This is an optimization exercise on Yosys and OpenROAD, whose aim is small area, a short achievable clock period and few clock cycles per item, not a production implementation. No run shown here included a check of the RTL's function; only the layout flow was run. Power and IR drop assume default switching activity.

`design/flow/config.mk`:
```
export PLATFORM = sky130hd
export DESIGN_NAME = solar_load_shift_decision
export DESIGN_NICKNAME = solar_load_shift_decision
export VERILOG_FILES = /design/flow/design.v
export SDC_FILE = /design/flow/constraint.sdc
export NUM_CORES = 4
export LEC_CHECK = 0
export CAP_MARGIN = 20
export CORE_MARGIN = 2
export CORE_UTILIZATION = 55
export SETUP_SLACK_MARGIN = 4.5
export SLEW_MARGIN = 20
export SYNTH_MEMORY_MAX_BITS = 8192
```
`design/flow/constraint.sdc`:
```
create_clock -name core_clock -period 7.5 [get_ports {clk}]
set_input_delay 1.5000 -clock core_clock [delete_from_list [all_inputs] [get_ports {clk}]]
set_output_delay 1.5000 -clock core_clock [all_outputs]
set_load 0.01 [all_outputs]
```
`design/flow/design.v`:
```
package slsd_pkg;
	localparam int LOAD_W  = 20;
	localparam int SOLAR_W = 19;
	localparam int DELTA_W = 20;
	localparam int HOUR_W  = 5;
	localparam int DEV_W   = 8;
	localparam int EST_W   = 7;
	localparam int HISTORY_DEPTH_DEF = 360;
	localparam int RING_TAPS_DEF     = 8;
	localparam int CFG_IDX_W  = 2;
	localparam int CFG_DATA_W = 19;
	localparam logic [CFG_IDX_W-1:0] REG_CHEAP_START     = 2'd0;
	localparam logic [CFG_IDX_W-1:0] REG_CHEAP_END       = 2'd1;
	localparam logic [CFG_IDX_W-1:0] REG_SOLAR_THRESHOLD = 2'd2;
	localparam logic [CFG_IDX_W-1:0] REG_MAX_DEVICES     = 2'd3;
	localparam logic [HOUR_W-1:0]  CHEAP_START_RST = 5'd22;
	localparam logic [HOUR_W-1:0]  CHEAP_END_RST   = 5'd6;
	localparam logic [SOLAR_W-1:0] THRESHOLD_RST   = 19'd8000;
	localparam logic [DEV_W-1:0]   MAX_DEVICES_RST = 8'd10;
	localparam logic [HOUR_W-1:0]  LAST_HOUR       = 5'd23;
	localparam logic [DELTA_W-1:0] DELTA_SAT = 20'd1000000;
	localparam int                 MIN_FILL  = 6;
	localparam logic [EST_W-1:0] EST_BASE_HI   = 7'd55;
	localparam logic [EST_W-1:0] EST_BASE_LO   = 7'd15;
	localparam logic [EST_W-1:0] EST_FEW_ADD   = 7'd25;
	localparam logic [EST_W-1:0] EST_RISE_ADD  = 7'd35;
	localparam logic [EST_W-1:0] EST_STRONG    = 7'd10;
	localparam logic [EST_W-1:0] EST_CAP       = 7'd98;
	localparam logic [EST_W-1:0] EST_SHIFT_MIN = 7'd65;
	localparam int DIV_IN_W = SOLAR_W - 5;
	localparam int DIV_BY   = 75;
endpackage
module slsd_ring #(
	parameter int DEPTH = slsd_pkg::HISTORY_DEPTH_DEF,
	parameter int WIDTH = slsd_pkg::DELTA_W,
	parameter int TAPS  = slsd_pkg::RING_TAPS_DEF
) (
	input  logic                    clk,
	input  logic                    wr,
	input  logic [$clog2(TAPS)-1:0] tap,
	input  logic [$clog2(TAPS)-1:0] rtap,
	input  logic [WIDTH-1:0]        wdata,
	output logic [WIDTH-1:0]        rdata
);
	localparam int M     = DEPTH / TAPS;
	localparam int TAP_W = $clog2(TAPS);
	logic [DEPTH*WIDTH-1:0] q;
	for (genvar i = 0; i < DEPTH; i++) begin : g_ent
		localparam int PREV = (i + DEPTH - 1) % DEPTH;
		if ((i % M) == 0) begin : g_tap
			always_ff @(posedge clk) begin
				if (wr && tap == TAP_W'(i / M))
					q[i*WIDTH +: WIDTH] <= wdata;
				else
					q[i*WIDTH +: WIDTH] <= q[PREV*WIDTH +: WIDTH];
			end
		end else begin : g_pass
			always_ff @(posedge clk) begin
				q[i*WIDTH +: WIDTH] <= q[PREV*WIDTH +: WIDTH];
			end
		end
	end
	always_comb begin
		rdata = q[(DEPTH-2)*WIDTH +: WIDTH];
		for (int k = 1; k < TAPS; k++)
			if (rtap == TAP_W'(k)) rdata = q[(k*M-2)*WIDTH +: WIDTH];
	end
endmodule
module slsd_decide (
	input  logic                          above,
	input  logic                          boost,
	input  logic                          cheap,
	input  logic                          surplus,
	input  logic                          few,
	input  logic                          sum_low,
	input  logic                          rising_cmp,
	output logic                          run_loads,
	output logic [slsd_pkg::EST_W-1:0]    est
);
	logic                        rising;
	logic [slsd_pkg::EST_W-1:0]  est_sum;
	assign rising = few || rising_cmp;
	always_comb begin
		est_sum = above ? slsd_pkg::EST_BASE_HI : slsd_pkg::EST_BASE_LO;
		if (few) begin
			if (above) est_sum = est_sum + slsd_pkg::EST_FEW_ADD;
		end else if (sum_low) begin
			if (above) est_sum = est_sum + slsd_pkg::EST_RISE_ADD;
		end else if (rising) begin
			est_sum = est_sum + slsd_pkg::EST_RISE_ADD;
		end
		if (boost) est_sum = est_sum + slsd_pkg::EST_STRONG;
		est = (est_sum > slsd_pkg::EST_CAP) ? slsd_pkg::EST_CAP : est_sum;
	end
	assign run_loads = cheap && surplus && above && rising && (est >= slsd_pkg::EST_SHIFT_MIN);
endmodule
module solar_load_shift_decision #(
	parameter int HISTORY_DEPTH = slsd_pkg::HISTORY_DEPTH_DEF,
	parameter int RING_TAPS     = slsd_pkg::RING_TAPS_DEF
) (
	input  logic                            clk,
	input  logic                            arst_n,
	input  logic                            wr_en,
	input  logic [slsd_pkg::CFG_IDX_W-1:0]  wr_index,
	input  logic [slsd_pkg::CFG_DATA_W-1:0] wr_data,
	input  logic                            sample_valid,
	output logic                            sample_ready,
	input  logic [slsd_pkg::LOAD_W-1:0]     sample_load_power,
	input  logic [slsd_pkg::SOLAR_W-1:0]    sample_solar_power,
	input  logic [slsd_pkg::DELTA_W-1:0]    sample_solar_energy_delta,
	input  logic [slsd_pkg::HOUR_W-1:0]     sample_hour,
	output logic                            result_valid,
	input  logic                            result_ready,
	output logic                            result_run_loads,
	output logic [slsd_pkg::DEV_W-1:0]      result_plug_count,
	output logic [slsd_pkg::EST_W-1:0]      result_solar_estimate
);
	localparam int M      = HISTORY_DEPTH / RING_TAPS;
	localparam int PH_W   = $clog2(M);
	localparam int TAP_W  = $clog2(RING_TAPS);
	localparam int DW     = slsd_pkg::DELTA_W;
	localparam int FILL_W = $clog2(HISTORY_DEPTH + 1);
	localparam int F5_W   = $clog2(5 * HISTORY_DEPTH + 1);
	localparam int NDIG   = (F5_W + 2) / 2;          
	localparam int SUM_W  = DW + FILL_W;
	localparam int S6_W   = SUM_W + 3;               
	localparam int DD_W   = DW + 1;
	localparam int Z_W    = SUM_W + 4;               
	localparam int RES_W  = 1 + slsd_pkg::DEV_W + slsd_pkg::EST_W;
	localparam int DIV_W  = slsd_pkg::DIV_IN_W;
	localparam int DIVBY  = slsd_pkg::DIV_BY;
	logic [slsd_pkg::HOUR_W-1:0]  cheap_start_q;
	logic [slsd_pkg::HOUR_W-1:0]  cheap_end_q;
	logic [slsd_pkg::SOLAR_W-1:0] threshold_q;
	logic [slsd_pkg::DEV_W-1:0]   max_devices_q;
	always_ff @(posedge clk or negedge arst_n) begin
		if (!arst_n) begin
			cheap_start_q <= slsd_pkg::CHEAP_START_RST;
			cheap_end_q   <= slsd_pkg::CHEAP_END_RST;
			threshold_q   <= slsd_pkg::THRESHOLD_RST;
			max_devices_q <= slsd_pkg::MAX_DEVICES_RST;
		end else if (wr_en) begin
			case (wr_index)
				slsd_pkg::REG_CHEAP_START:     cheap_start_q <= wr_data[slsd_pkg::HOUR_W-1:0];
				slsd_pkg::REG_CHEAP_END:       cheap_end_q   <= wr_data[slsd_pkg::HOUR_W-1:0];
				slsd_pkg::REG_SOLAR_THRESHOLD: threshold_q   <= wr_data[slsd_pkg::SOLAR_W-1:0];
				slsd_pkg::REG_MAX_DEVICES:     max_devices_q <= wr_data[slsd_pkg::DEV_W-1:0];
				default: ;
			endcase
		end
	end
	logic [slsd_pkg::SOLAR_W+1:0] thr3_q;
	always_ff @(posedge clk)
		thr3_q <= ((slsd_pkg::SOLAR_W + 2)'(threshold_q) << 1) + (slsd_pkg::SOLAR_W + 2)'(threshold_q);
	localparam int CAP   = 6;
	localparam int QD    = CAP - 1;
	localparam int CNT_W = $clog2(CAP + 1);
	localparam int QP_W  = $clog2(QD);
	logic              ready_q;
	logic              v1_q, v2_q, v3_q, v4_q;
	logic [CNT_W-1:0]  cnt_q;
	logic [PH_W-1:0]   ph_q;
	logic [TAP_W-1:0]  tap_q;
	logic [FILL_W-1:0] fill_q;
	logic [F5_W-1:0]   fill5_q;
	logic              accept;
	logic              deliver;
	logic              full;
	logic              out_v_q;
	logic [CNT_W-1:0]  cnt_n;
	logic [PH_W-1:0]   ph_n;
	logic [TAP_W-1:0]  tap_n;
	assign accept  = sample_valid && ready_q;
	assign deliver = out_v_q && result_ready;
	assign full    = (fill_q == FILL_W'(HISTORY_DEPTH));
	assign cnt_n   = cnt_q + CNT_W'(accept) - CNT_W'(deliver);
	always_comb begin
		if (accept) begin
			ph_n  = ph_q;
			tap_n = tap_q;
		end else if (ph_q == PH_W'(M - 1)) begin
			ph_n  = '0;
			tap_n = (tap_q == TAP_W'(RING_TAPS - 1)) ? '0 : tap_q + 1'b1;
		end else begin
			ph_n  = ph_q + 1'b1;
			tap_n = tap_q;
		end
	end
	always_ff @(posedge clk or negedge arst_n) begin
		if (!arst_n) begin
			ready_q  <= 1'b0;
			v1_q     <= 1'b0;
			v2_q     <= 1'b0;
			v3_q     <= 1'b0;
			v4_q     <= 1'b0;
			cnt_q    <= '0;
			ph_q     <= '0;
			tap_q    <= '0;
			fill_q   <= '0;
			fill5_q  <= '0;
		end else begin
			ready_q  <= (ph_n == '0) && (cnt_n < CNT_W'(CAP));
			v1_q     <= accept;
			v2_q     <= v1_q;
			v3_q     <= v2_q;
			v4_q     <= v3_q;
			cnt_q    <= cnt_n;
			ph_q     <= ph_n;
			tap_q    <= tap_n;
			if (accept && !full) begin
				fill_q  <= fill_q + 1'b1;
				fill5_q <= fill5_q + F5_W'(5);
			end
		end
	end
	assign sample_ready = ready_q;
	logic [DW-1:0]                dsat0;
	logic [DW-1:0]                ring_old;
	logic                         surplus0;
	logic [slsd_pkg::SOLAR_W-1:0] diff0;
	logic                         above0;
	logic                         boost0;
	logic                         cheap0;
	assign dsat0    = (sample_solar_energy_delta > slsd_pkg::DELTA_SAT) ? slsd_pkg::DELTA_SAT :
		sample_solar_energy_delta;
	assign surplus0 = slsd_pkg::LOAD_W'(sample_solar_power) > sample_load_power;
	assign diff0    = slsd_pkg::SOLAR_W'(slsd_pkg::LOAD_W'(sample_solar_power) - sample_load_power);
	assign above0   = sample_solar_power >= threshold_q;
	assign boost0   = {sample_solar_power, 1'b0} > thr3_q;
	always_comb begin
		if (sample_hour > slsd_pkg::LAST_HOUR || cheap_start_q > slsd_pkg::LAST_HOUR ||
			cheap_end_q > slsd_pkg::LAST_HOUR) begin
			cheap0 = 1'b0;
		end else if (cheap_start_q == cheap_end_q) begin
			cheap0 = 1'b1;
		end else if (cheap_start_q < cheap_end_q) begin
			cheap0 = (sample_hour >= cheap_start_q) && (sample_hour < cheap_end_q);
		end else begin
			cheap0 = (sample_hour >= cheap_start_q) || (sample_hour < cheap_end_q);
		end
	end
	logic [TAP_W-1:0] rtap;
	logic [DW-1:0]    old_pre_q;
	assign rtap = (ph_q == PH_W'(M - 1)) ? ((tap_q == TAP_W'(RING_TAPS - 1)) ? '0 : tap_q + 1'b1) :
		tap_q;
	always_ff @(posedge clk)
		old_pre_q <= ring_old;
	slsd_ring #(
		.DEPTH (HISTORY_DEPTH),
		.WIDTH (DW),
		.TAPS  (RING_TAPS)
	) u_ring (
		.clk   (clk),
		.wr    (accept),
		.tap   (tap_q),
		.rtap  (rtap),
		.wdata (dsat0),
		.rdata (ring_old)
	);
	logic [NDIG-1:0] bone0, btwo0, bneg0;
	always_comb begin
		logic [F5_W+2:0] f;
		logic [2:0]      g;
		f = {2'b00, fill5_q, 1'b0};
		for (int k = 0; k < NDIG; k++) begin
			g        = f[2*k +: 3];
			bone0[k] = g[1] ^ g[0];
			btwo0[k] = (g == 3'b011) || (g == 3'b100);
			bneg0[k] = g[2] && !(g[1] && g[0]);
		end
	end
	function automatic logic [DIV_W:0] div_step(input logic [DIV_W:0] r, input int i);
		logic [8:0] t;
		t = {1'b0, r[i +: 8]} - 9'(DIVBY);
		div_step = r;
		if (!t[8]) div_step[i +: 8] = t[7:0];
	endfunction
	logic [DIV_W-1:0]  y0;
	assign y0 = diff0[slsd_pkg::SOLAR_W-1:5];
	logic [DW-1:0]     delta1;
	logic [DW-1:0]     old1;
	logic [NDIG-1:0]   bone1, btwo1, bneg1;
	logic [FILL_W-1:0] fill1;
	logic [DIV_W-1:0]  y1;
	logic              above1, boost1, cheap1, surplus1;
	always_ff @(posedge clk) begin
		delta1   <= dsat0;
		old1     <= full ? old_pre_q : '0;
		bone1    <= bone0;
		btwo1    <= btwo0;
		bneg1    <= bneg0;
		fill1    <= fill_q;
		y1       <= y0;
		above1   <= above0;
		boost1   <= boost0;
		cheap1   <= cheap0;
		surplus1 <= surplus0;
	end
	logic [DD_W-1:0] dd1;
	assign dd1    = DD_W'(delta1) - DD_W'(old1);
	logic [Z_W-1:0] rows [NDIG];
	always_comb begin
		logic [Z_W-1:0] row;
		for (int k = 0; k < NDIG; k++) begin
			row = '0;
			for (int j = 0; j <= DW; j++)
				row[j] = (bone1[k] && (j < DW) && delta1[j]) || (btwo1[k] && (j > 0) && delta1[j-1]);
			if (bneg1[k]) row = ~row;
			row = row << (2 * k);
			if (k > 0) row[2*k-2] = bneg1[k-1];
			rows[k] = row;
		end
	end
	function automatic logic [2*Z_W-1:0] csa(input logic [Z_W-1:0] x, y, z);
		logic [Z_W-1:0] c;
		c = ((x & y) | (x & z) | (y & z)) << 1;
		csa = {c, x ^ y ^ z};
	endfunction
	logic [Z_W-1:0] sa, ca, sb, cb, sc, cc, pc1, ps1;
	assign {ca, sa}   = csa(rows[0], rows[1], rows[2]);
	assign {cb, sb}   = csa(rows[3], rows[4], rows[5]);
	assign {cc, sc}   = csa(sa, ca, sb);
	assign {pc1, ps1} = csa(sc, cc, cb);
	logic [12:0] rem1;    
	logic [1:0]  q1;
	always_comb begin
		logic [DIV_W:0] r;
		r = {1'b0, y1};
		for (int i = 7; i >= 6; i--) begin
			q1[i-6] = r[i +: 8] >= 8'(DIVBY);
			r       = div_step(r, i);
		end
		rem1 = r[12:0];
	end
	logic [Z_W-1:0]    pc2, ps2;
	logic [DD_W-1:0]   dd2;
	logic [FILL_W+2:0] fill6_2;
	logic              few2;
	logic [12:0]       rem2;
	logic [1:0]        q2;
	logic              above2, boost2, cheap2, surplus2;
	always_ff @(posedge clk) begin
		pc2      <= pc1;
		ps2      <= ps1;
		dd2      <= dd1;
		fill6_2  <= (FILL_W+3)'(fill1) * (FILL_W+3)'(6);
		few2     <= fill1 < FILL_W'(slsd_pkg::MIN_FILL);
		rem2     <= rem1;
		q2       <= q1;
		above2   <= above1;
		boost2   <= boost1;
		cheap2   <= cheap1;
		surplus2 <= surplus1;
	end
	logic [S6_W-1:0] s6_q;
	always_ff @(posedge clk or negedge arst_n) begin
		if (!arst_n) begin
			s6_q <= '0;
		end else if (v2_q) begin
			s6_q <= s6_q + (S6_W'($signed(dd2)) << 2) + (S6_W'($signed(dd2)) << 1);
		end
	end
	logic [Z_W-1:0] u2, w2;
	logic           rise2;
	always_comb begin
		logic [Z_W-1:0] x, y, z;
		x = Z_W'(s6_q);
		y = ~pc2;
		z = ~ps2;
		u2 = x ^ y ^ z;
		w2 = ((x & y) | (x & z) | (y & z)) << 1;
		w2[0] = 1'b1;
	end
	assign rise2 = u2[Z_W-1] ^ w2[Z_W-1] ^ (u2[Z_W-2:0] >= ~w2[Z_W-2:0]);
	logic [10:0] rem2n;    
	logic [3:0]  q2n;
	always_comb begin
		logic [DIV_W:0] r;
		r = (DIV_W+1)'(rem2);
		q2n[3:2] = q2;
		for (int i = 5; i >= 4; i--) begin
			q2n[i-4] = r[i +: 8] >= 8'(DIVBY);
			r        = div_step(r, i);
		end
		rem2n = r[10:0];
	end
	logic             rise3, few3, sum_low3;
	logic [10:0]      rem3;
	logic [3:0]       q3;
	logic             above3, boost3, cheap3, surplus3;
	always_ff @(posedge clk) begin
		rise3    <= rise2;
		few3     <= few2;
		sum_low3 <= s6_q <= S6_W'(fill6_2);
		rem3     <= rem2n;
		q3       <= q2n;
		above3   <= above2;
		boost3   <= boost2;
		cheap3   <= cheap2;
		surplus3 <= surplus2;
	end
	logic                       run3;
	logic [slsd_pkg::EST_W-1:0] est3;
	slsd_decide u_decide (
		.above      (above3),
		.boost      (boost3),
		.cheap      (cheap3),
		.surplus    (surplus3),
		.few        (few3),
		.sum_low    (sum_low3),
		.rising_cmp (rise3),
		.run_loads  (run3),
		.est        (est3)
	);
	logic [8:0] rem3n;    
	logic [5:0] q3n;
	always_comb begin
		logic [DIV_W:0] r;
		r = (DIV_W+1)'(rem3);
		q3n[5:2] = q3;
		for (int i = 3; i >= 2; i--) begin
			q3n[i-2] = r[i +: 8] >= 8'(DIVBY);
			r        = div_step(r, i);
		end
		rem3n = r[8:0];
	end
	logic hi_eq3, hi_gt3;
	assign hi_eq3 = q3n == max_devices_q[7:2];
	assign hi_gt3 = q3n >  max_devices_q[7:2];
	logic                       run4;
	logic [slsd_pkg::EST_W-1:0] est4;
	logic [8:0]                 rem4;
	logic [5:0]                 q4;
	logic                       hi_eq4, hi_gt4;
	always_ff @(posedge clk) begin
		run4   <= run3;
		est4   <= est3;
		rem4   <= rem3n;
		q4     <= q3n;
		hi_eq4 <= hi_eq3;
		hi_gt4 <= hi_gt3;
	end
	logic [slsd_pkg::DEV_W-1:0] quot4, plugs4;
	logic                       gt4;
	always_comb begin
		logic [DIV_W:0] r;
		r = (DIV_W+1)'(rem4);
		quot4[7:2] = q4;
		for (int i = 1; i >= 0; i--) begin
			quot4[i] = r[i +: 8] >= 8'(DIVBY);
			r        = div_step(r, i);
		end
		gt4 = hi_gt4 || (hi_eq4 && (quot4[1:0] > max_devices_q[1:0]));
		if (!run4)
			plugs4 = '0;
		else if (quot4 == '0)
			plugs4 = (max_devices_q == '0) ? '0 : slsd_pkg::DEV_W'(1);
		else if (gt4)
			plugs4 = max_devices_q;
		else
			plugs4 = quot4;
	end
	logic [RES_W-1:0] res4;
	assign res4 = {run4, plugs4, est4};
	logic [RES_W-1:0] out_q;
	logic [RES_W-1:0] qmem [QD];
	logic [QP_W-1:0]  qrd_q, qwr_q;
	logic [CNT_W-1:0] qcnt_q;
	logic             take, pop, qpush;
	assign take  = !out_v_q || deliver;
	assign pop   = take && (qcnt_q != '0);
	assign qpush = v4_q && !(take && (qcnt_q == '0));
	always_ff @(posedge clk or negedge arst_n) begin
		if (!arst_n) begin
			out_v_q <= 1'b0;
			qrd_q   <= '0;
			qwr_q   <= '0;
			qcnt_q  <= '0;
		end else begin
			if (take) out_v_q <= (qcnt_q != '0) || v4_q;
			if (pop)   qrd_q <= (qrd_q == QP_W'(QD - 1)) ? '0 : qrd_q + 1'b1;
			if (qpush) qwr_q <= (qwr_q == QP_W'(QD - 1)) ? '0 : qwr_q + 1'b1;
			qcnt_q <= qcnt_q + CNT_W'(qpush) - CNT_W'(pop);
		end
	end
	always_ff @(posedge clk) begin
		if (take) out_q <= (qcnt_q != '0) ? qmem[qrd_q] : res4;
		if (v4_q) qmem[qwr_q] <= res4;
	end
	assign result_valid          = out_v_q;
	assign result_run_loads      = out_q[RES_W-1];
	assign result_plug_count     = out_q[slsd_pkg::EST_W +: slsd_pkg::DEV_W];
	assign result_solar_estimate = out_q[slsd_pkg::EST_W-1:0];
endmodule
```
`design/flow/flow/run.sh`:
```
#!/bin/bash
# The standard layout (standard.sh, its synthesis unchanged) with these settings changed:
# - the port buffers are sky130_fd_sc_hd__buf_4 instead of the delay buffer buffer_ports picks
#   by itself (every port still gets its own buffer);
# - timing repair may resize cells across footprints;
# - clock tree synthesis clusters up to 25 sinks within 80 um per leaf buffer and inserts no
#   dummy loads (the tree is still one balanced tree from the clock port).
# Every tool's output goes to orfs/logs/ as usual; make's own output goes to flow.log here.
set -euo pipefail
bash standard.sh \
	"BUFFER_PORTS_ARGS=-buffer_cell sky130_fd_sc_hd__buf_4" \
	MATCH_CELL_FOOTPRINT=0 \
	"CTS_ARGS=-sink_clustering_enable -repair_clock_nets -dont_use_dummy_load -sink_clustering_size 25 -sink_clustering_max_diameter 80" \
	finish > flow.log 2>&1
```
`design/flow/standard.sh`:
```
#!/bin/bash
# synth_recipe.tcl (not shown) runs the flow's synth.tcl, then flattens the netlist and writes it again
# the make line also repeats each setting of config.mk as NAME=value (left out here)
make -C /OpenROAD-flow-scripts/flow DESIGN_CONFIG=/design/flow/config.mk WORK_HOME=/design/flow/orfs CLKGATE_MAP_FILE= SYNTH_SCRIPT=/design/flow/synth_recipe.tcl "${@:-finish}"
```
==> results of run 1 <==
## metal layers
metal	GRT usage	share of wire	up-vias
met2	0.226	0.42	1014
met3	0.0222	0.042	511
met1	0.226	0.51	32500
met4	0.0550	0.036	2
li1	-	-	34000
met5	0	0.000052	-
## metrics by stage
stage	setup WS [ns]	instances	hold slack [ns]	total power, mW	util
after floorplan	4.00	10500	0.310	50.2	-
after global placement	2.87	14700	0.310	52.8	0.572
after detailed placement	2.90	14700	0.312	53.0	0.572
after CTS	4.05	15100	0.257	72.8	0.601
after global routing	3.99	15100	0.269	76.1	0.604
final	4.08	15100	0.259	72.4	0.604
## how the worst max path moves through the flow
stage | start | endpoint | slack (ns) | cells after the start
global route | s6_q[3] | s6_q[31] | 3.99 | 11
global placement | sample_solar_energy_delta[18] | u_ring.q[3611] | 2.87 | 6
CTS | s6_q[3] | s6_q[31] | 4.05 | 11
floorplan | sample_solar_power[1] | y1[10] | 4.00 | 10
detailed placement | sample_solar_energy_delta[18] | u_ring.q[5407] | 2.90 | 6
finish | s6_q[5] | s6_q[31] | 4.08 | 11
## final cells by class
cell class	instances	share of cell area
Sequential cell	7697	0.810
Multi-Input combinational cell	2325	0.101
Clock buffer	357	0.0465
Tap cell	4180	0.0272
Timing Repair Buffer	187	0.00785
Inverter	360	0.00709
Antenna cell	32	0.000416
## worst max-delay path, cell delays in order, from the launching register on
cell      delay [ns]
dfrtp_2         0.44
fa_1            0.58
ha_4            0.22
a21oi_2         0.13
nor2b_2         0.07
o311ai_4        0.31
a21oi_2         0.14
a21oi_4         0.21
o21ai_2         0.08
o41a_1          0.42
mux2i_1         0.14
or4_1           0.52
## kinds of logic (layout without fill, tap and decap cells)
group / Yosys count / after routing / synth area share
fa+ha+maj: 416 / 416 / 0.0359
mux: 146 / 146 / 0.0101
xor+xnor: 231 / 231 / 0.0115
compound gates: 789 / 789 / 0.0283
buf+inv: 501 / 904 / 0.0108
simple gates: 743 / 743 / 0.0196
other cells: 0 / 32 / 0
flops: 7697 / 7697 / 0.884
## placed cells by master (no fill, tap or decap), types with 31 or more instances in the layout
cell / instances
a22oi_1: 129
buf_4: 174
fa_1: 145
edfxtp_1: 96
clkbuf_16: 357
nor2_1: 110
xnor2_1: 194
o21ai_0: 235
diode_2: 32
nand2_1: 334
dfxtp_1: 7441
dfrtp_1: 88
mux2_2: 90
nor2b_1: 33
xor2_1: 35
inv_1: 354
ha_1: 249
nand3_1: 47
a21oi_1: 125
a21o_1: 55
nor3_1: 31
## where the power goes
group          internal [mW]  switching, mW  total, mW
sequential              42.3           1.06       43.4
combinational           4.23           5.13       9.36
clock                   8.51           11.1       19.6
total                   55.1           17.3       72.4
## repair_timing
action                     4_1_cts  5_1_grt
gates cloned                     0        0
setup buffers                   19       30
pin swaps                       21       43
setup endpoints to repair      274      162
gates resized for setup        117      120
## registers in the layout, indices dropped and copies added (netlist names), 11 cells and up
signal and cells:
old_pre_q 20, delta1 20, qmem 80, pc2 29, old1 20, y1 14
u_ring.q 7200, fill6_2 11, out_q 16, rem2 13, thr3_q 21, dd2 21
rem3 11, threshold_q 19, fill5_q 11, s6_q 31, ps2 33
==> reports/qor.yml, run 1 <==
timing:
  fmaxAchievable_mhz: 292
  rsz0062_at_grt: "yes"
  min_period_ns: 3.42
  slew_headroom: 0.332
  hold_violations: 0
  worst_clock_skew_ns: 0.124
  setup_viol: 0
  final.period_utilization: 0.456
  finalSetupTns_ns: 0
  final_max_slew_viol_count: 0
  tightest_slew_ns: 1.00
worst_setup_path:
  worst-setup-path-type: "reg2reg"
  r2r_end: "s6_q[31]"
  cp-end-kind: "flop"
  ff2ff_setup_slack_ns: 4.08
  critPathArrivalTime_ns: 4.14
  r2r-start: "s6_q[5]"
  crit_path_start_kind: "flop"
  worstPathRequired_ns: 8.22
  crit_path_max_fanout: 4
  reg2reg_depth: 11
finish:
  ff_latch_area_um2: 156000
  area_growth_pct: 9.19
  multiInputGateArea_um2: 19400
  fillers: 23600
  drive_above_1_share: 0.0797
  finish.net_count: 11400
  design_area_um2: 192000
clock_network:
  clkTransAtPathRegs_ns: 0.09
  htree_num_levels: 5
  cts_tree: "done"
  root_buffer: "clkbuf_16"
  cts_buffer_depth: 4
  cts_made_buffers: 357
  ctsHoldBuffers: 0
  cts.sinks: 7697
  insertion_delay_ns: 0.93
place:
  portBuffers: 107
  gp_congestion: 0.818
  place_area_um2: 182000
  hpwl_mm: 159
grt:
  grt_pass1_vias: 67400
  grt_usage: 0.152
  antenna_found_initial: 23
  grt_start_max_net_pins: 66
  grt_overflow: 0
  grt_pass1_wl_mm: 380
yosys:
  seq_area_frac_synth: 0.884
  yosysWarningCount: 16
  synthArstFlopShare: 0.0149
  syn_nets: 11000
  synthTopCellsByCount: "dfxtp_1, inv_1, nand2_1, ha_1, o21ai_0"
  synth_top_flop_cell: "dfxtp_1"
  synth_top_area_cell: "dfxtp_1"
  synth.distinct_cells: 82
  synth_edf_count: 96
  syn_avg_cell_area_um2: 16.7
  synthTopCellsByArea: "dfxtp_1, ha_1, fa_1, edfxtp_1, dfrtp_1"
  synth_seq_cells: 7697
  syn_area_um2: 176000
  synth_top_area_frac: 0.851
  yosysMostFrequentCell: "dfxtp_1"
  synth_cells: 10500
floorplanning:
  die_area_um2: 325000
  die_height_um: 570
  initial_core_util: 0.553
  die_x_um: 570
  rows: 207
  io-pin-count: 108
  core_area_um2: 318000
run:
  cap_violations: 0
min_path:
  min_path_cells: 0
  whs_endpoint: "u_ring.q[1959]"
  hold_path.class: "reg2reg"
  min-delay-start: "u_ring.q[1939]"
drt:
  ant_nets: 0
  drt_wl_total_mm: 249
  wl_per_cell_um: 16.4
  drcViolationCount: 0
  via_per_inst: 4.50
  drtIter0Drc: 3696
  via_count: 68100
  dr.pass1.iters: 5
pwr:
  vdd_ir_drop_max_uv: 205
  p_per_area_nw_per_um2: 376
  power.leakage_nw: 77.0
status:
  run_status: "timing/DRC/antenna clean"
==> run 2, diff against run 1 <==
--- a/design/flow/design.v
+++ b/design/flow/design.v
@@ -38,7 +38,6 @@
 	input  logic                    clk,
 	input  logic                    wr,
 	input  logic [$clog2(TAPS)-1:0] tap,
-	input  logic [$clog2(TAPS)-1:0] rtap,
 	input  logic [WIDTH-1:0]        wdata,
 	output logic [WIDTH-1:0]        rdata
 );
@@ -61,9 +60,9 @@
 		end
 	end
 	always_comb begin
-		rdata = q[(DEPTH-2)*WIDTH +: WIDTH];
+		rdata = q[(DEPTH-1)*WIDTH +: WIDTH];
 		for (int k = 1; k < TAPS; k++)
-			if (rtap == TAP_W'(k)) rdata = q[(k*M-2)*WIDTH +: WIDTH];
+			if (tap == TAP_W'(k)) rdata = q[(k*M-1)*WIDTH +: WIDTH];
 	end
 endmodule
 module slsd_decide (
@@ -123,7 +122,6 @@
 	localparam int F5_W   = $clog2(5 * HISTORY_DEPTH + 1);
 	localparam int NDIG   = (F5_W + 2) / 2;          
 	localparam int SUM_W  = DW + FILL_W;
-	localparam int S6_W   = SUM_W + 3;               
 	localparam int DD_W   = DW + 1;
 	localparam int Z_W    = SUM_W + 4;               
 	localparam int RES_W  = 1 + slsd_pkg::DEV_W + slsd_pkg::EST_W;
@@ -239,12 +237,6 @@
 			cheap0 = (sample_hour >= cheap_start_q) || (sample_hour < cheap_end_q);
 		end
 	end
-	logic [TAP_W-1:0] rtap;
-	logic [DW-1:0]    old_pre_q;
-	assign rtap = (ph_q == PH_W'(M - 1)) ? ((tap_q == TAP_W'(RING_TAPS - 1)) ? '0 : tap_q + 1'b1) :
-		tap_q;
-	always_ff @(posedge clk)
-		old_pre_q <= ring_old;
 	slsd_ring #(
 		.DEPTH (HISTORY_DEPTH),
 		.WIDTH (DW),
@@ -253,7 +245,6 @@
 		.clk   (clk),
 		.wr    (accept),
 		.tap   (tap_q),
-		.rtap  (rtap),
 		.wdata (dsat0),
 		.rdata (ring_old)
 	);
@@ -285,7 +276,7 @@
 	logic              above1, boost1, cheap1, surplus1;
 	always_ff @(posedge clk) begin
 		delta1   <= dsat0;
-		old1     <= full ? old_pre_q : '0;
+		old1     <= full ? ring_old : '0;
 		bone1    <= bone0;
 		btwo1    <= btwo0;
 		bneg1    <= bneg0;
@@ -334,8 +325,7 @@
 	end
 	logic [Z_W-1:0]    pc2, ps2;
 	logic [DD_W-1:0]   dd2;
-	logic [FILL_W+2:0] fill6_2;
-	logic              few2;
+	logic [FILL_W-1:0] fill2;
 	logic [12:0]       rem2;
 	logic [1:0]        q2;
 	logic              above2, boost2, cheap2, surplus2;
@@ -343,8 +333,7 @@
 		pc2      <= pc1;
 		ps2      <= ps1;
 		dd2      <= dd1;
-		fill6_2  <= (FILL_W+3)'(fill1) * (FILL_W+3)'(6);
-		few2     <= fill1 < FILL_W'(slsd_pkg::MIN_FILL);
+		fill2    <= fill1;
 		rem2     <= rem1;
 		q2       <= q1;
 		above2   <= above1;
@@ -352,26 +341,30 @@
 		cheap2   <= cheap1;
 		surplus2 <= surplus1;
 	end
-	logic [S6_W-1:0] s6_q;
+	logic [SUM_W-1:0] sum_q;
 	always_ff @(posedge clk or negedge arst_n) begin
 		if (!arst_n) begin
-			s6_q <= '0;
+			sum_q <= '0;
 		end else if (v2_q) begin
-			s6_q <= s6_q + (S6_W'($signed(dd2)) << 2) + (S6_W'($signed(dd2)) << 1);
+			sum_q <= sum_q + SUM_W'($signed(dd2));
 		end
 	end
 	logic [Z_W-1:0] u2, w2;
 	logic           rise2;
 	always_comb begin
-		logic [Z_W-1:0] x, y, z;
-		x = Z_W'(s6_q);
-		y = ~pc2;
-		z = ~ps2;
-		u2 = x ^ y ^ z;
-		w2 = ((x & y) | (x & z) | (y & z)) << 1;
+		logic [Z_W-1:0] x, y, z, p, q, t;
+		x = Z_W'(sum_q) << 2;
+		y = Z_W'(sum_q) << 1;
+		z = ~pc2;
+		p = x ^ y ^ z;
+		q = ((x & y) | (x & z) | (y & z)) << 1;
+		q[0] = 1'b1;
+		t = ~ps2;
+		u2 = p ^ q ^ t;
+		w2 = ((p & q) | (p & t) | (q & t)) << 1;
 		w2[0] = 1'b1;
 	end
-	assign rise2 = u2[Z_W-1] ^ w2[Z_W-1] ^ (u2[Z_W-2:0] >= ~w2[Z_W-2:0]);
+	assign rise2 = u2[Z_W-1] ^ w2[Z_W-1] ^ (u2[Z_W-2:0] > ~w2[Z_W-2:0]);
 	logic [10:0] rem2n;    
 	logic [3:0]  q2n;
 	always_comb begin
@@ -390,8 +383,8 @@
 	logic             above3, boost3, cheap3, surplus3;
 	always_ff @(posedge clk) begin
 		rise3    <= rise2;
-		few3     <= few2;
-		sum_low3 <= s6_q <= S6_W'(fill6_2);
+		few3     <= fill2 < FILL_W'(slsd_pkg::MIN_FILL);
+		sum_low3 <= sum_q <= SUM_W'(fill2);
 		rem3     <= rem2n;
 		q3       <= q2n;
 		above3   <= above2;
==> design/flow/flow/run.sh (replaced) <==
#!/bin/bash
# The standard layout (standard.sh, its synthesis unchanged) with two settings changed:
# the port buffers are sky130_fd_sc_hd__buf_4 instead of the delay buffer buffer_ports picks
# by itself, and timing repair may resize cells across footprints. Every tool's output goes
# to orfs/logs/ as usual; make's own output goes to flow.log here.
set -euo pipefail
bash standard.sh \
	"BUFFER_PORTS_ARGS=-buffer_cell sky130_fd_sc_hd__buf_4" \
	MATCH_CELL_FOOTPRINT=0 \
	finish > flow.log 2>&1
==> run 2 against run 1 <==
Compared with the run above:
- still clean
- worst setup slack gained 0.14 ns
- count of clock-buffer cells in the layout grew 633
- power grew 21%
==> reports/qor.yml, run 2 <==
worst_setup_path:
  worstPathRequired_ns: 8.41  # +0.19 ns
  cp-end-kind: "flop"
  crit_path_start_kind: "flop"
  path_cells: "inv_2, fa_1, inv_1, fa_1, ha_1, a21o_1, a21o_1, a21o_1, a21oi_2, o21ai_4, a32o_1, a211o_1, a211oi_2"
  cp.depth: 13  # +2
  path_buf_inv: 2  # +2
  reg2reg_depth: 13  # +2
  cpPeakStageDelay_ns: 0.51  # -0.07 ns
  startpoint: "sum_q[23]"
  r2r_end: "rise3"
  cp-endpoint: "rise3"
  worst-setup-path-type: "reg2reg"
  crit_family: "compound AO/OA/AOI/OAI gates"
  crit_slowest_cell: "fa_1"
  ff2ff_setup_slack_ns: 4.22  # +0.14 ns
  r2r-start: "sum_q[23]"
  crit_path_max_fanout: 3  # -1
  path_common_cell: "a21o_1"
  critPathArrivalTime_ns: 4.19  # +0.05 ns
yosys:
  synth_seq_cells: 7672  # -0.32%
  synth_top_flop_cell: "dfxtp_1"
  synth_cells: 10500  # -0.37%
  yosysMostFrequentCell: "dfxtp_1"
  synthArstFlopShare: 0.0147  # -0.000212
  syn_avg_cell_area_um2: 16.7  # about the same
  yosysWarningCount: 16  # unchanged
  synthTopCellsByArea: "dfxtp_1, ha_1, fa_1, edfxtp_1, dfrtp_1"
  synth_top_area_cell: "dfxtp_1"
  seq_area_frac_synth: 0.884  # about the same
  synth_edf_count: 96  # unchanged
  synthTopCellsByCount: "dfxtp_1, inv_1, ha_1, nand2_1, o21ai_0"
  syn_area_um2: 176000  # -0.30%
  synth_top_area_frac: 0.851  # about the same
  syn_nets: 11000  # -0.34%
  synth.distinct_cells: 81  # -1.2%
timing:
  fmaxAchievable_mhz: 305  # +4.2%
  min_period_ns: 3.28  # -0.138 ns
  finalSetupTns_ns: 0  # unchanged
  final.period_utilization: 0.438  # -0.0183
  tightest_slew_ns: 1.10  # +0.101 ns
  hold_violations: 0  # unchanged
  worst_clock_skew_ns: 0.0541  # -0.0701 ns
  final_max_slew_viol_count: 0  # unchanged
  rsz0062_at_grt: "yes"
  setup_slack_ns: 4.22  # +0.138 ns
  slew_headroom: 0.265  # -0.0669
  setup_viol: 0  # unchanged
drt:
  drtIter0Drc: 3550  # -4.0%
  ant_nets: 0  # unchanged
  dr.pass1.iters: 5  # unchanged
  drcViolationCount: 0  # unchanged
  via_per_inst: 4.44  # -1.3%
  drt_wl_total_mm: 261  # +5.1%
  wl_per_cell_um: 16.4  # about the same
  via_count: 70600  # +3.7%
place:
  place_area_um2: 182000  # -0.28%
  gp_congestion: 0.834  # +2.0%
  portBuffers: 107  # unchanged
  hpwl_mm: 158  # -0.25%
  place_ws_ns: 3.64  # +0.749 ns
clock_network:
  insertion_delay_ns: 1.02  # +0.09 ns
  htree_num_levels: 6  # +1
  cts.sinks: 7672  # -0.32%
  cts_buffer_depth: 4  # unchanged
  cts_made_buffers: 667  # +87%
  cts_tree: "done"
  root_buffer: "clkbuf_16"
  clkTransAtPathRegs_ns: 0.07  # -0.02 ns
  ctsHoldBuffers: 0  # unchanged
floorplanning:
  die_area_um2: 324000  # -0.29%
  core_area_um2: 318000  # -0.16%
  initial_core_util: 0.552  # -0.000744
  rows: 207  # unchanged
  die_height_um: 569  # -0.15%
  die_x_um: 569  # -0.15%
  io-pin-count: 108  # unchanged
finish:
  final_cell_mix: "dfxtp_1, clkbuf_16, inv_1"
  largest_reg_flops: 7200  # unchanged
  area_growth_pct: 16.8
  finish.utilization: 0.645  # +0.0411
  regMostFlops: "u_ring.q"
  finish.net_count: 11700  # +2.1%
  top_regs: "u_ring.q: 7200 flops, qmem: 80 flops, ps2: 33 flops"
  drive_above_1_share: 0.128  # +0.0487
  final_common_cell: "dfxtp_1"
  design_area_um2: 205000  # +6.6%
grt:
  grt_start_max_net_pins: 62  # -6.1%
  grt_pass1_vias: 72100  # +6.9%
  antenna_found_initial: 17  # -26%
  grt_usage: 0.160  # +0.00888
  grt_overflow: 0  # unchanged
  grt_pass1_wl_mm: 402  # +5.6%
min_path:
  hold_path.class: "reg2reg"
  min_path_cells: 0  # unchanged
pwr:
  power.leakage_nw: 83.9  # +8.9%
  p_total_mw: 87.4  # +21%
  vdd_ir_drop_max_uv: 279  # +36%
  p_per_area_nw_per_um2: 427  # +13%
run:
  cap_violations: 0  # unchanged
status:
  run_status: "timing/DRC/antenna clean"
==> run 2: repair_timing <==
| action | in CTS | in global routing |
|---|---|---|
| buffers inserted | 9 | 6 |
| pin swaps | 6 | 11 |
| resized for setup | 92 | 84 |
| setup endpoints to repair | 147 | 142 |
==> run 2: cells by family after synthesis <==
kind of cell | Yosys count | share of synthesized area
DFF | 7672 | 0.884
AOI/OAI and AO/OA | 788 | 0.0285
and+or+nand+nor | 686 | 0.0183
buffers and inverters | 545 | 0.0117
adders and majority gates | 418 | 0.0364
xor gates and xnor gates | 219 | 0.0109
muxes | 156 | 0.0106
==> run 2: worst min path at each step <==
stage,start,endpoint,slack (ns)
after floorplan,above1,above2,0.31
after global placement,u_ring.q[6049],u_ring.q[6069],0.31
after detailed placement,u_ring.q[983],u_ring.q[1003],0.31
after CTS,u_ring.q[6793],u_ring.q[6813],0.27
after global routing,u_ring.q[6793],u_ring.q[6813],0.27
final,u_ring.q[7179],u_ring.q[7199],0.28
==> run 2: per-layer routing <==
layer / vias up / share of wire / GRT usage
met4: 0 / 0.033 / 0.0627
met5: - / 0 / 0
li1: 35000 / - / -
met2: 1293 / 0.42 / 0.239
met3: 554 / 0.042 / 0.0304
met1: 33700 / 0.50 / 0.233
==> run 2: cell type report <==
| type | count | area, µm² |
|---|---|---|
| well taps | 4180 | 5230 |
| clock inverters | 221 | 3130 |
| flip-flops and latches | 7672 | 155000 |
| fillers | 22200 | 113000 |
| repair buffers | 156 | 1270 |
| multi-input cells | 2267 | 19000 |
| inverters | 400 | 1520 |
| clock buffers | 990 | 19600 |
| diodes | 22 | 55.1 |
==> run 2: where the power goes <==
group	internal (mW)	switching [mW]	leakage [nW]	total, mW
logic	4.39	5.67	10.3	10.1
registers	42.2	1.04	62.4	43.2
clock network	19.8	14.3	11.2	34.1
total	66.4	21.0	83.9	87.4
==> run 2: metrics by stage <==
| step | instances | hold slack [ns] |
|---|---|---|
| 6_report | 15900 | 0.282 |
| 5_1_grt | 15900 | 0.270 |
| 3_3_place_gp | 14700 | 0.309 |
| 3_5_place_dp | 14700 | 0.312 |
| 2_1_floorplan | 10500 | 0.310 |
| 4_1_cts | 15900 | 0.269 |
==> run 3, diff against run 2 <==
--- a/design/flow/design.v
+++ b/design/flow/design.v
@@ -147,31 +147,26 @@
 			endcase
 		end
 	end
-	logic [slsd_pkg::SOLAR_W+1:0] thr3_q;
-	always_ff @(posedge clk)
-		thr3_q <= ((slsd_pkg::SOLAR_W + 2)'(threshold_q) << 1) + (slsd_pkg::SOLAR_W + 2)'(threshold_q);
-	localparam int CAP   = 6;
-	localparam int QD    = CAP - 1;
-	localparam int CNT_W = $clog2(CAP + 1);
-	localparam int QP_W  = $clog2(QD);
 	logic              ready_q;
 	logic              v1_q, v2_q, v3_q, v4_q;
-	logic [CNT_W-1:0]  cnt_q;
+	logic              out_v_q, skid_v_q;
 	logic [PH_W-1:0]   ph_q;
 	logic [TAP_W-1:0]  tap_q;
 	logic [FILL_W-1:0] fill_q;
 	logic [F5_W-1:0]   fill5_q;
+	logic              adv;
 	logic              accept;
 	logic              deliver;
+	logic              push;
 	logic              full;
-	logic              out_v_q;
-	logic [CNT_W-1:0]  cnt_n;
+	logic              out_v_n, skid_v_n;
 	logic [PH_W-1:0]   ph_n;
 	logic [TAP_W-1:0]  tap_n;
+	assign adv     = !skid_v_q;
 	assign accept  = sample_valid && ready_q;
 	assign deliver = out_v_q && result_ready;
+	assign push    = v4_q && adv;
 	assign full    = (fill_q == FILL_W'(HISTORY_DEPTH));
-	assign cnt_n   = cnt_q + CNT_W'(accept) - CNT_W'(deliver);
 	always_comb begin
 		if (accept) begin
 			ph_n  = ph_q;
@@ -183,6 +178,13 @@
 			ph_n  = ph_q + 1'b1;
 			tap_n = tap_q;
 		end
+		if (out_v_q && !deliver) begin
+			out_v_n  = 1'b1;
+			skid_v_n = skid_v_q || push;
+		end else begin
+			out_v_n  = skid_v_q || push;
+			skid_v_n = 1'b0;
+		end
 	end
 	always_ff @(posedge clk or negedge arst_n) begin
 		if (!arst_n) begin
@@ -191,18 +193,22 @@
 			v2_q     <= 1'b0;
 			v3_q     <= 1'b0;
 			v4_q     <= 1'b0;
-			cnt_q    <= '0;
+			out_v_q  <= 1'b0;
+			skid_v_q <= 1'b0;
 			ph_q     <= '0;
 			tap_q    <= '0;
 			fill_q   <= '0;
 			fill5_q  <= '0;
 		end else begin
-			ready_q  <= (ph_n == '0) && (cnt_n < CNT_W'(CAP));
-			v1_q     <= accept;
-			v2_q     <= v1_q;
-			v3_q     <= v2_q;
-			v4_q     <= v3_q;
-			cnt_q    <= cnt_n;
+			ready_q  <= (ph_n == '0) && !skid_v_n;
+			if (adv) begin
+				v1_q <= accept;
+				v2_q <= v1_q;
+				v3_q <= v2_q;
+				v4_q <= v3_q;
+			end
+			out_v_q  <= out_v_n;
+			skid_v_q <= skid_v_n;
 			ph_q     <= ph_n;
 			tap_q    <= tap_n;
 			if (accept && !full) begin
@@ -219,12 +225,14 @@
 	logic                         above0;
 	logic                         boost0;
 	logic                         cheap0;
-	assign dsat0    = (sample_solar_energy_delta > slsd_pkg::DELTA_SAT) ? slsd_pkg::DELTA_SAT :
-		sample_solar_energy_delta;
+	logic                         sat0;
+	assign sat0     = sample_solar_energy_delta > slsd_pkg::DELTA_SAT;
+	assign dsat0    = sat0 ? slsd_pkg::DELTA_SAT : sample_solar_energy_delta;
 	assign surplus0 = slsd_pkg::LOAD_W'(sample_solar_power) > sample_load_power;
 	assign diff0    = slsd_pkg::SOLAR_W'(slsd_pkg::LOAD_W'(sample_solar_power) - sample_load_power);
 	assign above0   = sample_solar_power >= threshold_q;
-	assign boost0   = {sample_solar_power, 1'b0} > thr3_q;
+	assign boost0   = {sample_solar_power, 1'b0} >
+		((slsd_pkg::SOLAR_W + 2)'(threshold_q) << 1) + (slsd_pkg::SOLAR_W + 2)'(threshold_q);
 	always_comb begin
 		if (sample_hour > slsd_pkg::LAST_HOUR || cheap_start_q > slsd_pkg::LAST_HOUR ||
 			cheap_end_q > slsd_pkg::LAST_HOUR) begin
@@ -268,26 +276,32 @@
 	endfunction
 	logic [DIV_W-1:0]  y0;
 	assign y0 = diff0[slsd_pkg::SOLAR_W-1:5];
-	logic [DW-1:0]     delta1;
+	logic [DW-1:0]     draw1;
+	logic              sat1;
 	logic [DW-1:0]     old1;
 	logic [NDIG-1:0]   bone1, btwo1, bneg1;
 	logic [FILL_W-1:0] fill1;
 	logic [DIV_W-1:0]  y1;
 	logic              above1, boost1, cheap1, surplus1;
 	always_ff @(posedge clk) begin
-		delta1   <= dsat0;
-		old1     <= full ? ring_old : '0;
-		bone1    <= bone0;
-		btwo1    <= btwo0;
-		bneg1    <= bneg0;
-		fill1    <= fill_q;
-		y1       <= y0;
-		above1   <= above0;
-		boost1   <= boost0;
-		cheap1   <= cheap0;
-		surplus1 <= surplus0;
+		if (accept) begin
+			draw1    <= sample_solar_energy_delta;
+			sat1     <= sat0;
+			old1     <= full ? ring_old : '0;
+			bone1    <= bone0;
+			btwo1    <= btwo0;
+			bneg1    <= bneg0;
+			fill1    <= fill_q;
+			y1       <= y0;
+			above1   <= above0;
+			boost1   <= boost0;
+			cheap1   <= cheap0;
+			surplus1 <= surplus0;
+		end
 	end
+	logic [DW-1:0]   delta1;
 	logic [DD_W-1:0] dd1;
+	assign delta1 = sat1 ? slsd_pkg::DELTA_SAT : draw1;
 	assign dd1    = DD_W'(delta1) - DD_W'(old1);
 	logic [Z_W-1:0] rows [NDIG];
 	always_comb begin
@@ -330,22 +344,24 @@
 	logic [1:0]        q2;
 	logic              above2, boost2, cheap2, surplus2;
 	always_ff @(posedge clk) begin
-		pc2      <= pc1;
-		ps2      <= ps1;
-		dd2      <= dd1;
-		fill2    <= fill1;
-		rem2     <= rem1;
-		q2       <= q1;
-		above2   <= above1;
-		boost2   <= boost1;
-		cheap2   <= cheap1;
-		surplus2 <= surplus1;
+		if (adv) begin
+			pc2      <= pc1;
+			ps2      <= ps1;
+			dd2      <= dd1;
+			fill2    <= fill1;
+			rem2     <= rem1;
+			q2       <= q1;
+			above2   <= above1;
+			boost2   <= boost1;
+			cheap2   <= cheap1;
+			surplus2 <= surplus1;
+		end
 	end
 	logic [SUM_W-1:0] sum_q;
 	always_ff @(posedge clk or negedge arst_n) begin
 		if (!arst_n) begin
 			sum_q <= '0;
-		end else if (v2_q) begin
+		end else if (adv && v2_q) begin
 			sum_q <= sum_q + SUM_W'($signed(dd2));
 		end
 	end
@@ -382,15 +398,17 @@
 	logic [3:0]       q3;
 	logic             above3, boost3, cheap3, surplus3;
 	always_ff @(posedge clk) begin
-		rise3    <= rise2;
-		few3     <= fill2 < FILL_W'(slsd_pkg::MIN_FILL);
-		sum_low3 <= sum_q <= SUM_W'(fill2);
-		rem3     <= rem2n;
-		q3       <= q2n;
-		above3   <= above2;
-		boost3   <= boost2;
-		cheap3   <= cheap2;
-		surplus3 <= surplus2;
+		if (adv) begin
+			rise3    <= rise2;
+			few3     <= fill2 < FILL_W'(slsd_pkg::MIN_FILL);
+			sum_low3 <= sum_q <= SUM_W'(fill2);
+			rem3     <= rem2n;
+			q3       <= q2n;
+			above3   <= above2;
+			boost3   <= boost2;
+			cheap3   <= cheap2;
+			surplus3 <= surplus2;
+		end
 	end
 	logic                       run3;
 	logic [slsd_pkg::EST_W-1:0] est3;
@@ -426,12 +444,14 @@
 	logic [5:0]                 q4;
 	logic                       hi_eq4, hi_gt4;
 	always_ff @(posedge clk) begin
-		run4   <= run3;
-		est4   <= est3;
-		rem4   <= rem3n;
-		q4     <= q3n;
-		hi_eq4 <= hi_eq3;
-		hi_gt4 <= hi_gt3;
+		if (adv) begin
+			run4   <= run3;
+			est4   <= est3;
+			rem4   <= rem3n;
+			q4     <= q3n;
+			hi_eq4 <= hi_eq3;
+			hi_gt4 <= hi_gt3;
+		end
 	end
 	logic [slsd_pkg::DEV_W-1:0] quot4, plugs4;
 	logic                       gt4;
@@ -455,30 +475,12 @@
 	end
 	logic [RES_W-1:0] res4;
 	assign res4 = {run4, plugs4, est4};
-	logic [RES_W-1:0] out_q;
-	logic [RES_W-1:0] qmem [QD];
-	logic [QP_W-1:0]  qrd_q, qwr_q;
-	logic [CNT_W-1:0] qcnt_q;
-	logic             take, pop, qpush;
-	assign take  = !out_v_q || deliver;
-	assign pop   = take && (qcnt_q != '0);
-	assign qpush = v4_q && !(take && (qcnt_q == '0));
-	always_ff @(posedge clk or negedge arst_n) begin
-		if (!arst_n) begin
-			out_v_q <= 1'b0;
-			qrd_q   <= '0;
-			qwr_q   <= '0;
-			qcnt_q  <= '0;
-		end else begin
-			if (take) out_v_q <= (qcnt_q != '0) || v4_q;
-			if (pop)   qrd_q <= (qrd_q == QP_W'(QD - 1)) ? '0 : qrd_q + 1'b1;
-			if (qpush) qwr_q <= (qwr_q == QP_W'(QD - 1)) ? '0 : qwr_q + 1'b1;
-			qcnt_q <= qcnt_q + CNT_W'(qpush) - CNT_W'(pop);
-		end
-	end
+	logic [RES_W-1:0] out_q, skid_q;
 	always_ff @(posedge clk) begin
-		if (take) out_q <= (qcnt_q != '0) ? qmem[qrd_q] : res4;
-		if (v4_q) qmem[qwr_q] <= res4;
+		if (!out_v_q || deliver)
+			out_q <= skid_v_q ? skid_q : res4;
+		if (adv)
+			skid_q <= res4;
 	end
 	assign result_valid          = out_v_q;
 	assign result_run_loads      = out_q[RES_W-1];
==> run 3 against run 2 <==
Compared with the run above:
- still clean on timing, DRC and antenna
- clock power is essentially flat
- area after synthesis down 0.68%
- wire length increased by 4.9%
- via count increased by 0.13%
- flip-flop and latch count down 95
- hold slack got worse by 0.0068 ns
- power down 2.5%
- fmax down 9.1%
- register-to-register slack got worse by 0.33 ns
- clock skew up 0.023 ns
- die area down 0.67%
- critical endpoint is now boost1
- largest cell class unchanged
==> reports/qor.yml, run 3 <==
clock_network:
  clkTransAtPathRegs_ns: 0.06  # about the same
  cts.sinks: 7577  # -1.2%
  cts_tree: "done"
  cts_made_buffers: 660  # -1.0%
  root_buffer: "clkbuf_16"
  insertion_delay_ns: 1.02  # about the same
  ctsHoldBuffers: 0  # unchanged
  htree_num_levels: 6  # unchanged
  cts_buffer_depth: 4  # unchanged
yosys:
  synth_top_flop_cell: "dfxtp_1"
  synth_top_area_frac: 0.828  # -0.0225
  synth.distinct_cells: 78  # -3.7%
  yosysWarningCount: 16  # unchanged
  synthArstFlopShare: 0.0135  # -0.00127
  synthTopCellsByCount: "dfxtp_1, inv_1, nand2_1, edfxtp_1, ha_1"
  syn_area_um2: 174000  # -0.68%
  syn_nets: 10800  # -1.9%
  synth_edf_count: 259  # +170%
  synthTopCellsByArea: "dfxtp_1, edfxtp_1, ha_1, fa_1, dfrtp_1"
  synth_top_area_cell: "dfxtp_1"
  syn_avg_cell_area_um2: 17.0  # +1.2%
  synth_cells: 10300  # -1.9%
  yosysMostFrequentCell: "dfxtp_1"
  seq_area_frac_synth: 0.888  # +0.00416
  synth_seq_cells: 7577  # -1.2%
pwr:
  vdd_ir_drop_max_uv: 297  # +6.4%
  power.leakage_nw: 84.9  # +1.2%
  p_per_area_nw_per_um2: 411  # -3.6%
  switching_share: 0.232  # -0.00858
  p_seq_frac: 0.498  # +0.004
  p_switching_mw: 19.8  # -6.0%
  clock_power_share: 0.401  # +0.011
  intPower_mw: 65.5  # -1.4%
  comb_power_share: 0.101  # -0.014
drt:
  dr.pass1.iters: 5  # unchanged
  drt_wl_total_mm: 274  # +4.9%
  drtIter0Drc: 3600  # +1.4%
  via_per_inst: 4.46  # +0.56%
  ant_nets: 0  # unchanged
  drcViolationCount: 0  # unchanged
  via_count: 70700  # +0.13%
  wl_per_cell_um: 17.3  # +5.3%
timing:
  min_period_ns: 3.61  # +0.328 ns
  setup_slack_ns: 3.89  # -0.328 ns
  fmaxAchievable_mhz: 277  # -9.1%
  final_max_slew_viol_count: 0  # unchanged
  slew_headroom: 0.320  # +0.0550
  tightest_slew_ns: 0.994  # -0.108 ns
  finalSetupTns_ns: 0  # unchanged
  rsz0062_at_grt: "yes"
  worst_clock_skew_ns: 0.0769  # +0.0228 ns
  hold_ws_ns: 0.275  # -0.00679 ns
  final.period_utilization: 0.481  # +0.0437
  setup_viol: 0  # unchanged
  hold_violations: 0  # unchanged
finish:
  regMostFlops: "u_ring.q"
  finish.utilization: 0.658  # +0.0127
  top_regs: "u_ring.q: 7200 flops, ps2: 33 flops"
  final_common_cell: "dfxtp_1"
  finish.net_count: 11600  # -0.29%
  area_growth_pct: 18.9
  final_cell_mix: "dfxtp_1, clkbuf_16, inv_1"
  fin_cells: 15800  # -0.43%
  drive_above_1_share: 0.162  # +0.0335
  largest_reg_flops: 7200  # unchanged
worst_setup_path:
  crit_path_start_kind: "flop"
  cp-end-kind: "flop"
  crit_path_max_fanout: 4  # +1
  critPathArrivalTime_ns: 4.34  # +0.15 ns
  path_buf_inv: 2  # unchanged
  reg2reg_depth: 16  # +3
  cpPeakStageDelay_ns: 0.41  # -0.10 ns
  worstPathRequired_ns: 8.23  # -0.18 ns
  worst-setup-path-type: "reg2reg"
  crit_family: "compound AO/OA/AOI/OAI gates"
  crit_slowest_cell: "dfrtp_1"
  path_common_cell: "o21ai_2"
  path_cells: "ha_2, inv_1, fa_2, nor2b_2, o21ai_2, a21oi_2, o21ai_2, a221oi_4, buf_4, o211a_1, o21ai_0, a211o_1, ha_1, a211oi_2, a21oi_1, o311a_1"
  cp.depth: 16  # +3
floorplanning:
  core_area_um2: 315000  # -0.81%
  die_x_um: 567  # -0.34%
  die_area_um2: 322000  # -0.67%
  io-pin-count: 108  # unchanged
  die_height_um: 567  # -0.34%
  rows: 206  # -0.48%
  initial_core_util: 0.553  # +0.000723
min_path:
  min_path_cells: 0  # unchanged
  hold_path.class: "reg2reg"
grt:
  grt_usage: 0.169  # +0.00869
  grt_overflow: 0  # unchanged
  grt_pass1_wl_mm: 417  # +3.8%
  antenna_found_initial: 20  # +3
  grt_start_max_net_pins: 159  # +160%
  grt_pass1_vias: 72100  # +0.049%
place:
  placed_cells: 14500  # -1.4%
  hpwl_mm: 163  # +2.7%
  portBuffers: 107  # unchanged
  place_ws_ns: 2.98  # -0.660 ns
  gp_congestion: 0.824  # -1.3%
status:
  run_status: "timing/DRC/antenna clean"
run:
  cap_violations: 0  # unchanged
==> run 3: worst paths after layout <==
check                          startpoint              end  slack, ns
max                        threshold_q[1]           boost1       3.89
min in group asynchronous          arst_n  threshold_q[18]       0.50
min                        u_ring.q[6484]   u_ring.q[6504]       0.27
max in group asynchronous          arst_n         tap_q[2]       5.50
min reg2reg                u_ring.q[6484]   u_ring.q[6504]       0.27
max reg2reg                threshold_q[1]           boost1       3.89
==> run 3: power by group through the flow <==
| stage | Combinational (mW) | Sequential, mW | Clock (mW) |
|---|---|---|---|
| after floorplan | 5.26 | 43.0 | 0 |
| after global placement | 7.09 | 43.3 | 0 |
| after detailed placement | 7.32 | 43.3 | 0 |
| after CTS | 8.15 | 42.4 | 35.1 |
| after global routing | 9.72 | 42.5 | 36.7 |
| final | 8.63 | 42.5 | 34.2 |
==> run 3: cell type report <==
| cell class | instances | area, µm² |
|---|---|---|
| sequential | 7577 | 155000 |
| fill | 21500 | 108000 |
| multi-input combinational | 2209 | 19800 |
| clock buffer | 943 | 19200 |
| tap | 4160 | 5200 |
| clock inverter | 250 | 3560 |
| timing repair buffer | 327 | 3290 |
| inverter | 366 | 1410 |
| antenna | 8 | 20.0 |
==> run 3: per-stage QoR <==
step	instance area [µm²]	total power [mW]
after floorplan	175000	48.2
after global placement	181000	50.4
after detailed placement	181000	50.7
after CTS	206000	85.7
after global routing	207000	88.9
final	207000	85.2
==> run 3: what timing repair did <==
item | in CTS | in global routing
setup buffers | 133 | 36
pin swaps | 167 | 155
gates cloned | 9 | 3
endpoints found under the setup margin | 256 | 149
gates resized for setup | 265 | 203
==> run 3: kinds of logic (layout without fill, tap and decap cells) <==
kind of cell,Yosys count,count (layout),share of synthesized area
AO/OA/AOI/OAI,772,773,0.0290
AND/OR/NAND/NOR,692,694,0.0184
buffers and inverters,505,1886,0.0109
XOR/XNOR,225,225,0.0113
adder cells (fa/ha/maj),407,407,0.0357
flip-flops,7577,7577,0.888
other,0,8,0
multiplexers,110,110,0.00690
==> run 3: metal layers <==
metal  up-vias  routed length, µm  track usage
li1      34800                  -            -
met1     33900             137000        0.247
met2      1349             117000        0.253
met3       544              11500       0.0294
met4         0               9250       0.0655
met5         -                  0            0

-- afterwards: timing with drivers on the ports --
No port has a modelled driver above. Below, the same layouts with a new extraction and two added sets of constraints. Step 1 sets driving cells, clkbuf_16 on the clock port and buf_2 on the other inputs (assumed; they add their load-dependent delay and slew). Step 2 moves the port delays by t, midway between the first and last clock arrival at a register: inputs arrive t later, outputs are due t later. That takes back most of the time a late clock gives input paths. a / b / c = ideal ports / drivers / drivers and shift; a / b = the first two.
run | shift t [ns] | slack for setup (ns) | worst hold slack (ns) | worst slew at a driven data input, ns | pins driven straight from the clock port
run 1 | 0.959 | 4.079 / 4.079 / 3.681 | 0.259 / 0.259 / 0.259 | 0.10 | 1
run 2 | 1.085 | 4.217 / 4.217 / 3.556 | 0.282 / 0.282 / 0.282 | 0.09 | 1
run 3 | 1.073 | 3.889 / 3.889 / 3.569 | 0.275 / 0.275 / 0.275 | 0.08 | 1
After both steps every run listed still meets setup and hold. For run 2, which loses most, drivers alone change the setup slack by 0.000 ns; drivers and shift together by -0.661 ns.
